From an optimization exercise on the open Yosys and OpenROAD flow, aimed at small area, a short achievable clock period and few clock cycles; shortcuts taken in it are not production practice.
RTL that was checked went through simulation tests only; none was proved equivalent to the original.
Power and IR drop assume default switching activity.

main:
## cnn_conv_top
module cnn_conv_top (
    input  logic        clk,
    input  logic        reset,
    input  logic        pix_valid,
    output logic        pix_ready,
    input  logic [7:0]  pix_byte,
    output logic        out_valid,
    input  logic        out_ready,
    output logic [15:0] out_data,
    output logic [2:0]  out_channel,
    output logic        out_last
);
Size: roughly 2000 cells after synthesis, about 30000 µm² of cells after synthesis.
clock: 9.0 ns
lec_check: 0
cap_margin: 20
core_margin: 2
core_utilization: 40
cts_cluster_diameter: 100
cts_cluster_size: 30
slew_margin: 20
standard.sh (not shown) runs the stock make flow with config.mk's settings and CLKGATE_MAP_FILE= SYNTH_SCRIPT=/design/flow/synth_recipe.tcl, a recipe that flattens the netlist after the stock synthesis.
==> flow/flow/run.sh <==
#!/bin/bash
set -o pipefail
cp standard.sh standard.sh.txt
export SETUP_SLACK_MARGIN=6.3
bash standard.sh > standard.log 2>&1
No stage failed in main, and the final checks on the layout all came back clean.
Testbench counts of main, summed over its fixed seeds: cycles 43,940.
The inputs of the feature branch differ from those of main as listed below.
# main
export LEC_CHECK = 0
export CAP_MARGIN = 20
export CORE_MARGIN = 2
export CORE_UTILIZATION = 40
export CTS_CLUSTER_DIAMETER = 100
export CTS_CLUSTER_SIZE = 30
export SLEW_MARGIN = 20
create_clock -name core_clock -period 9.0 [get_ports {clk}]
# the feature branch
export LEC_CHECK = 0
export CAP_MARGIN = 20
export CORE_MARGIN = 2
export CORE_UTILIZATION = 40
export SLEW_MARGIN = 20
create_clock -name core_clock -period 9.0 [get_ports {clk}]
--- a/flow/flow/run.sh
+++ b/flow/flow/run.sh
@@ -4 +4 @@
-export SETUP_SLACK_MARGIN=6.3
+export SETUP_SLACK_MARGIN=6.0
[summary]
- Status | main and the feature branch | clean
- Power per cell area, the feature branch vs main: up by more than 10%
- Max final weighted congestion of routability-driven global placement across main and the feature branch: the feature branch
- Utilization delta for the feature branch relative to main: 2.1 points higher
- What the feature branch reported for power has to be multiplied by 0.843 to get the figure for main.
- Compared with main, the feature branch shows routed wire length that has gone up by a few percent.

---

## before
cnn_conv_top, a different RTL version from the one above (not shown whole).
For scale: roughly 2000 cells after synthesis, about 700 flip-flops, ~29000 um2 of cells after synthesis.
Settings: LEC_CHECK=0, CAP_MARGIN=20, CORE_MARGIN=2, CORE_UTILIZATION=50, CTS_CLUSTER_DIAMETER=90, CTS_CLUSTER_SIZE=26, SLEW_MARGIN=20; clock period 9.0 ns.
==> flow/flow/run.sh <==
#!/bin/bash
set -o pipefail
cp standard.sh standard.sh.txt
export SETUP_SLACK_MARGIN=6.2
bash standard.sh > standard.log 2>&1
before reached the end of the flow, and the finished layout is clean on the timing, DRC and antenna checks.
Testbench counts of before, summed over its fixed seeds: cycles 44,144.
#### Input delta (after over before)
==> flow/flow/run.sh <==
#!/bin/bash
set -o pipefail
cp standard.sh standard.sh.txt
export SETUP_SLACK_MARGIN=6.1
bash standard.sh > standard.log 2>&1
-- flow/config.mk --
<<< before, line 10
export CORE_UTILIZATION = 50
export CTS_CLUSTER_DIAMETER = 90
export CTS_CLUSTER_SIZE = 26
export SLEW_MARGIN = 20
>>> after, line 10
export CORE_UTILIZATION = 50
export CTS_BUF_LIST = sky130_fd_sc_hd__clkbuf_16
export CTS_CLUSTER_DIAMETER = 60
export CTS_CLUSTER_SIZE = 34
export SLEW_MARGIN = 20
### Flow results
No stage failed in after, and the final checks on the layout all came back clean. On routed wire length, before and after are neck and neck. met3 wire length ends up lower on after. Diff before -> after: worst hold margin lost 0.0047 ns, global-route wire length before repair rose 540 um, sequential fraction of design power dropped 2.5 points. Final area went up slightly going from before to after. Measured against after, the total power of before comes out at 0.948 times the reference value.

---

== v6 ==
cnn_conv_top, a different RTL version from the one above (not shown whole).
For scale: about 2100 cells after synthesis, about 34 I/O pins, ~30000 um^2 of cells after synthesis.
clock: 9.0 ns
lec_check: 0
cap_margin: 20
core_margin: 2
core_utilization: 40
slew_margin: 20
==> flow/flow/run.sh <==
#!/bin/bash
set -o pipefail
cp standard.sh standard.sh.txt
export SETUP_SLACK_MARGIN=6.4
bash standard.sh > standard.log 2>&1
v6 has completed all stages; timing, DRC and antenna checks passed.
[inputs] v7 vs v6
==> flow/flow/run.sh <==
#!/bin/bash
set -o pipefail
cp standard.sh standard.sh.txt
export SETUP_SLACK_MARGIN=6.0
bash standard.sh > standard.log 2>&1
==> comparison <==
- Compare v7 and v6 | ratio of final minimum period to clock period higher: v7
- v7 vs. v6: clock transition at the registers of the reported paths did not really move, post-place setup slack went up.
No run of this note included a check of the RTL's function; only the layout flow was run.

## what the ideal ports hide
In the flow no input, the clock included, has a driving cell. The finished layouts below were timed again as built, in two steps.
Step 1 assumes that a clkbuf_16 drives the clock port and a buf_2 every other input.
Step 2 adds t to the input delays and takes it off the output delays; t is the mean of the earliest and latest rising clock arrival at the registers after step 1. Input paths then give back, and output paths get back, about the clock's delay inside the block.
Three values: ideal, step 1, step 2; two values: the first two.
run | t, ns | slack for setup (ns) | worst setup path after step 2
main | 0.692 | 6.039 / 5.977 / 5.925 | input to register
the feature branch | 0.678 | 6.062 / 6.007 / 5.452 | input to register
before | 0.635 | 6.085 / 6.023 / 5.628 | input to register
after | 0.657 | 6.054 / 5.995 / 5.572 | input to register
v6 | 0.679 | 6.067 / 6.018 / 5.885 | input to register
v7 | 0.680 | 6.022 / 5.990 / 5.436 | input to register
After both steps every run listed still meets setup and hold. The setup slack of the feature branch, which loses most, moves by -0.055 ns with the drivers and by -0.610 ns with both steps.
